Background: an optimization exercise with open tools, aiming at small area and a short achievable clock period. Do not read the settings as production practice. Function was checked by simulation only, so behaviour that the tests miss may differ from the original. Power figures rest on the tool's default switching activity, not on a simulated workload.

==> module acw_csr_bank, before the edit <==
module acw_csr_bank #(
	parameter int          NUM_REGIONS = 8,
	parameter logic [21:0] BASE_ADDR   = 22'h0
) (
	input  logic                                    clk,
	input  logic                                    rst,
	input  logic                                    cpu_req_i,
	input  logic                                    cpu_write_i,
	input  acw_pkg::addr_t                          cpu_addr_i,
	input  acw_pkg::data_t                          cpu_wdata_i,
	output logic                                    cpu_rsp_valid_o,
	output acw_pkg::data_t                          cpu_rsp_rdata_o,
	output logic                                    cpu_rsp_err_o,
	output logic [NUM_REGIONS-1:0][7:0]             region_cfg_o,
	output logic [NUM_REGIONS/4-1:0]                cfg_vld_o,
	output acw_pkg::region_addr_t [NUM_REGIONS-1:0] region_addr_o,
	output logic [NUM_REGIONS-1:0]                  addr_vld_o,
	input  logic                                    deny_i,
	input  acw_pkg::addr_t                          denied_addr_i,
	input  logic                                    denied_write_i,
	input  logic [1:0]                              state_i,
	output logic                                    go_idle_o,
	output logic                                    irq_o
);
	localparam int NUM_CFG_WORDS = NUM_REGIONS / 4;
	localparam int CFG_BASE      = acw_pkg::NUM_CTRL_REGS;
	localparam int ADDR_BASE     = CFG_BASE + NUM_CFG_WORDS;
	localparam int NUM_MAPPED    = ADDR_BASE + NUM_REGIONS;
	acw_pkg::reg_idx_t idx;
	logic base_hit;
	logic read_only;
	logic req_err;
	logic wr_en;
	logic rd_ok;
	logic [NUM_CFG_WORDS-1:0] cfg_sel;
	logic [NUM_REGIONS-1:0] addr_sel;
	acw_pkg::data_t rdata_d;
	logic [NUM_CFG_WORDS-1:0][31:0] cfg_q;
	logic [NUM_CFG_WORDS-1:0] cfg_vld_q;
	acw_pkg::region_addr_t [NUM_REGIONS-1:0] addr_q;
	logic [NUM_REGIONS-1:0] addr_vld_q;
	acw_pkg::addr_t denied_addr_q;
	logic denied_vld_q;
	logic denied_write_q;
	logic intr_state_q;
	logic intr_enable_q;
	logic go_idle_q;
	logic rsp_valid_q;
	logic rsp_err_q;
	acw_pkg::data_t rsp_rdata_q;
	always_comb begin
		idx = cpu_addr_i[9:2];
		base_hit = (cpu_addr_i[31:10] == BASE_ADDR);
		read_only = (idx == acw_pkg::reg_denied_addr) || (idx == acw_pkg::reg_denied_type) ||
			(idx == acw_pkg::reg_state);
		req_err = !base_hit || (cpu_addr_i[1:0] != 2'b00) || (int'(idx) >= NUM_MAPPED) ||
			(cpu_write_i && read_only) || (!cpu_write_i && (idx == acw_pkg::reg_go_idle));
		wr_en = cpu_req_i && cpu_write_i && !req_err;
		rd_ok = !cpu_write_i && !req_err;
		for (int k = 0; k < NUM_CFG_WORDS; k++) begin
			cfg_sel[k] = (int'(idx) == CFG_BASE + k);
		end
		for (int i = 0; i < NUM_REGIONS; i++) begin
			addr_sel[i] = (int'(idx) == ADDR_BASE + i);
		end
	end
	always_comb begin
		rdata_d = '0;
		if (idx == acw_pkg::reg_denied_addr && denied_vld_q) rdata_d = rdata_d | denied_addr_q;
		if (idx == acw_pkg::reg_denied_type) rdata_d[0] = rdata_d[0] | denied_write_q;
		if (idx == acw_pkg::reg_state) rdata_d[1:0] = rdata_d[1:0] | state_i;
		if (idx == acw_pkg::reg_intr_state) rdata_d[31] = rdata_d[31] | intr_state_q;
		if (idx == acw_pkg::reg_intr_enable) rdata_d[31] = rdata_d[31] | intr_enable_q;
		for (int k = 0; k < NUM_CFG_WORDS; k++) begin
			if (cfg_sel[k] && cfg_vld_q[k]) rdata_d = rdata_d | cfg_q[k];
		end
		for (int i = 0; i < NUM_REGIONS; i++) begin
			if (addr_sel[i] && addr_vld_q[i]) rdata_d = rdata_d | addr_q[i];
		end
		if (!rd_ok) rdata_d = '0;
	end
	always_ff @(posedge clk, negedge rst) begin
		if (!rst) begin
			cfg_vld_q <= '0;
			addr_vld_q <= '0;
			denied_vld_q <= 1'b0;
			denied_write_q <= 1'b0;
			intr_state_q <= 1'b0;
			intr_enable_q <= 1'b0;
			go_idle_q <= 1'b0;
			rsp_valid_q <= 1'b0;
			rsp_err_q <= 1'b0;
		end else begin
			rsp_valid_q <= cpu_req_i;
			rsp_err_q <= cpu_req_i && req_err;
			go_idle_q <= wr_en && (idx == acw_pkg::reg_go_idle);
			if (wr_en) begin
				for (int k = 0; k < NUM_CFG_WORDS; k++) begin
					if (cfg_sel[k]) cfg_vld_q[k] <= 1'b1;
				end
				for (int i = 0; i < NUM_REGIONS; i++) begin
					if (addr_sel[i]) addr_vld_q[i] <= 1'b1;
				end
				if (idx == acw_pkg::reg_intr_enable) begin
					intr_enable_q <= cpu_wdata_i[31];
				end
			end
			if (deny_i) begin
				intr_state_q <= 1'b1;
			end else if (wr_en && (idx == acw_pkg::reg_intr_state)) begin
				intr_state_q <= 1'b0;
			end
			if (deny_i) begin
				denied_vld_q <= 1'b1;
				denied_write_q <= denied_write_i;
			end
		end
	end
	always_ff @(posedge clk) begin
		if (wr_en) begin
			for (int k = 0; k < NUM_CFG_WORDS; k++) begin
				if (cfg_sel[k]) cfg_q[k] <= cpu_wdata_i;
			end
			for (int i = 0; i < NUM_REGIONS; i++) begin
				if (addr_sel[i]) addr_q[i] <= cpu_wdata_i;
			end
		end
		if (deny_i) begin
			denied_addr_q <= denied_addr_i;
		end
		rsp_rdata_q <= rdata_d;
	end
	assign cpu_rsp_valid_o = rsp_valid_q;
	assign cpu_rsp_rdata_o = rsp_rdata_q;
	assign cpu_rsp_err_o = rsp_err_q;
	for (genvar r = 0; r < NUM_REGIONS; r++) begin : gen_cfg_out
		assign region_cfg_o[r] = cfg_q[r/4][8*(r%4) +: 8];
	end
	assign cfg_vld_o = cfg_vld_q;
	assign region_addr_o = addr_q;
	assign addr_vld_o = addr_vld_q;
	assign go_idle_o = go_idle_q;
	assign irq_o = intr_state_q & intr_enable_q;
endmodule
==> module acw_region_match, before the edit <==
module acw_region_match (
	input  acw_pkg::region_addr_t addr_reg_i,
	input  acw_pkg::addr_t        req_addr_i,
	output logic                  lt_o,
	output logic                  napot_o
);
	acw_pkg::region_addr_t word_addr;
	logic [31:0] ign;
	assign word_addr = {2'b00, req_addr_i[31:2]};
	assign lt_o = word_addr < addr_reg_i;
	always_comb begin
		ign[0] = 1'b1;
		for (int j = 1; j < 32; j++) begin
			ign[j] = ign[j-1] & addr_reg_i[j-1];
		end
	end
	assign napot_o = &(ign | ~(word_addr ^ addr_reg_i));
endmodule
Settings: LEC_CHECK=0, CAP_MARGIN=20, CORE_MARGIN=2, CORE_UTILIZATION=70, SETUP_SLACK_MARGIN=3.0, SLEW_MARGIN=20; clock period 8.0 ns.
standard.sh (not shown) runs the stock make flow with config.mk's settings and CLKGATE_MAP_FILE= SYNTH_SCRIPT=/design/flow/synth_recipe.tcl, a recipe that flattens the netlist after the stock synthesis.
==> flow/flow/run.sh <==
#!/bin/bash
# Standard ORFS layout with three changes: port buffers are the smallest buffer, the clock tree is
# built from mid-size buffers without dummy loads, and the cells in flow/dont_use.txt (the
# platform's own don't-use list plus slow cells with four stacked transistors) are kept out of
# synthesis and repair. The registers come out of synthesis exactly as in the standard flow.
# Each step's output goes to its own log in this folder (ORFS's own logs are under orfs/logs).
set -euo pipefail
here=$(cd "$(dirname "$0")" && pwd)
dont_use="DONT_USE_CELLS=$(tr '\n' ' ' < "$here/dont_use.txt")"
export BUFFER_PORTS_ARGS="-buffer_cell sky130_fd_sc_hd__buf_1"
export CTS_ARGS="-sink_clustering_enable -repair_clock_nets -dont_use_dummy_load -buf_list {sky130_fd_sc_hd__clkbuf_4 sky130_fd_sc_hd__clkbuf_8} -sink_clustering_size 12 -sink_clustering_max_diameter 50"
bash standard.sh "$dont_use" synth > synth.log 2>&1
bash standard.sh "$dont_use" floorplan > floorplan.log 2>&1
bash standard.sh "$dont_use" place > place.log 2>&1
bash standard.sh "$dont_use" cts > cts.log 2>&1
bash standard.sh "$dont_use" finish > finish.log 2>&1
Other scripts of this flow, unchanged in this note and not shown: flow/flow/dont_use.txt
The baseline completed with no timing, DRC or antenna violations.
Then changed:
--- a/flow/design.v
+++ b/flow/design.v
@@ -64,11 +64,11 @@
 	logic [NUM_CFG_WORDS-1:0] cfg_sel;
 	logic [NUM_REGIONS-1:0] addr_sel;
 	acw_pkg::data_t rdata_d;
 	logic [NUM_CFG_WORDS-1:0][31:0] cfg_q;
 	logic [NUM_CFG_WORDS-1:0] cfg_vld_q;
-	acw_pkg::region_addr_t [NUM_REGIONS-1:0] addr_q;
+	acw_pkg::region_addr_t [NUM_REGIONS-1:0] addr_n_q;
 	logic [NUM_REGIONS-1:0] addr_vld_q;
 	acw_pkg::addr_t denied_addr_q;
 	logic denied_vld_q;
 	logic denied_write_q;
 	logic intr_state_q;
@@ -102,11 +102,11 @@
 		if (idx == acw_pkg::reg_intr_enable) rdata_d[31] = rdata_d[31] | intr_enable_q;
 		for (int k = 0; k < NUM_CFG_WORDS; k++) begin
 			if (cfg_sel[k] && cfg_vld_q[k]) rdata_d = rdata_d | cfg_q[k];
 		end
 		for (int i = 0; i < NUM_REGIONS; i++) begin
-			if (addr_sel[i] && addr_vld_q[i]) rdata_d = rdata_d | addr_q[i];
+			if (addr_sel[i] && addr_vld_q[i]) rdata_d = rdata_d | ~addr_n_q[i];
 		end
 		if (!rd_ok) rdata_d = '0;
 	end
 	always_ff @(posedge clk, negedge rst) begin
 		if (!rst) begin
@@ -149,11 +149,11 @@
 		if (wr_en) begin
 			for (int k = 0; k < NUM_CFG_WORDS; k++) begin
 				if (cfg_sel[k]) cfg_q[k] <= cpu_wdata_i;
 			end
 			for (int i = 0; i < NUM_REGIONS; i++) begin
-				if (addr_sel[i]) addr_q[i] <= cpu_wdata_i;
+				if (addr_sel[i]) addr_n_q[i] <= ~cpu_wdata_i;
 			end
 		end
 		if (deny_i) begin
 			denied_addr_q <= denied_addr_i;
 		end
@@ -164,11 +164,13 @@
 	assign cpu_rsp_err_o = rsp_err_q;
 	for (genvar r = 0; r < NUM_REGIONS; r++) begin : gen_cfg_out
 		assign region_cfg_o[r] = cfg_q[r/4][8*(r%4) +: 8];
 	end
 	assign cfg_vld_o = cfg_vld_q;
-	assign region_addr_o = addr_q;
+	for (genvar r = 0; r < NUM_REGIONS; r++) begin : gen_addr_out
+		assign region_addr_o[r] = ~addr_n_q[r];
+	end
 	assign addr_vld_o = addr_vld_q;
 	assign go_idle_o = go_idle_q;
 	assign irq_o = intr_state_q & intr_enable_q;
 endmodule
 `timescale 1ns/1ps
@@ -178,19 +180,25 @@
 	output logic                  lt_o,
 	output logic                  napot_o
 );
 	acw_pkg::region_addr_t word_addr;
 	logic [31:0] ign;
+	logic [31:0] bit_ok;
 	assign word_addr = {2'b00, req_addr_i[31:2]};
 	assign lt_o = word_addr < addr_reg_i;
 	always_comb begin
 		ign[0] = 1'b1;
 		for (int j = 1; j < 32; j++) begin
 			ign[j] = ign[j-1] & addr_reg_i[j-1];
 		end
 	end
-	assign napot_o = &(ign | ~(word_addr ^ addr_reg_i));
+	always_comb begin
+		for (int j = 0; j < 32; j++) begin
+			bit_ok[j] = addr_reg_i[j] ? (word_addr[j] | ign[j]) : (~word_addr[j] | ign[j]);
+		end
+	end
+	assign napot_o = &bit_ok;
 endmodule
 `timescale 1ns/1ps
 module acw_perm_resolve #(
 	parameter int NUM_REGIONS = 8
 ) (
The changed run finished clean.
Power came out higher by a few percent.
Worst hold slack loses 6.5 ps.
Clock power fell by a few percent.
Cell area goes down by a few percent.
Setup slack loses 110 ps.

-- afterwards: timing with drivers on the ports --
The flow's constraints put no driver on any port. The routed layouts listed below were extracted and timed again, unchanged, in two steps.
Step 1 sets driving cells, clkbuf_16 on the clock port and buf_2 on the other inputs (assumed; they add their load-dependent delay and slew).
Step 2, shift: input delay + t, output delay - t, t = (earliest + latest rising clock arrival at the registers) / 2. This alone moves slack from input paths to output paths.
Slacks: no drivers / after step 1 / after step 2; pairs: no drivers / after step 1.
run	t, ns	slack for setup (ns)	slew at the worst register clock pin (ns)
the first run	0.690	1.848 / 1.754 / 1.754	0.09 / 0.09
the second run	0.649	1.741 / 1.685 / 1.758	0.09 / 0.09
After both steps setup and hold are still met in every run listed. For the first run, which loses most, drivers alone change the setup slack by -0.094 ns; drivers and shift together by -0.094 ns.
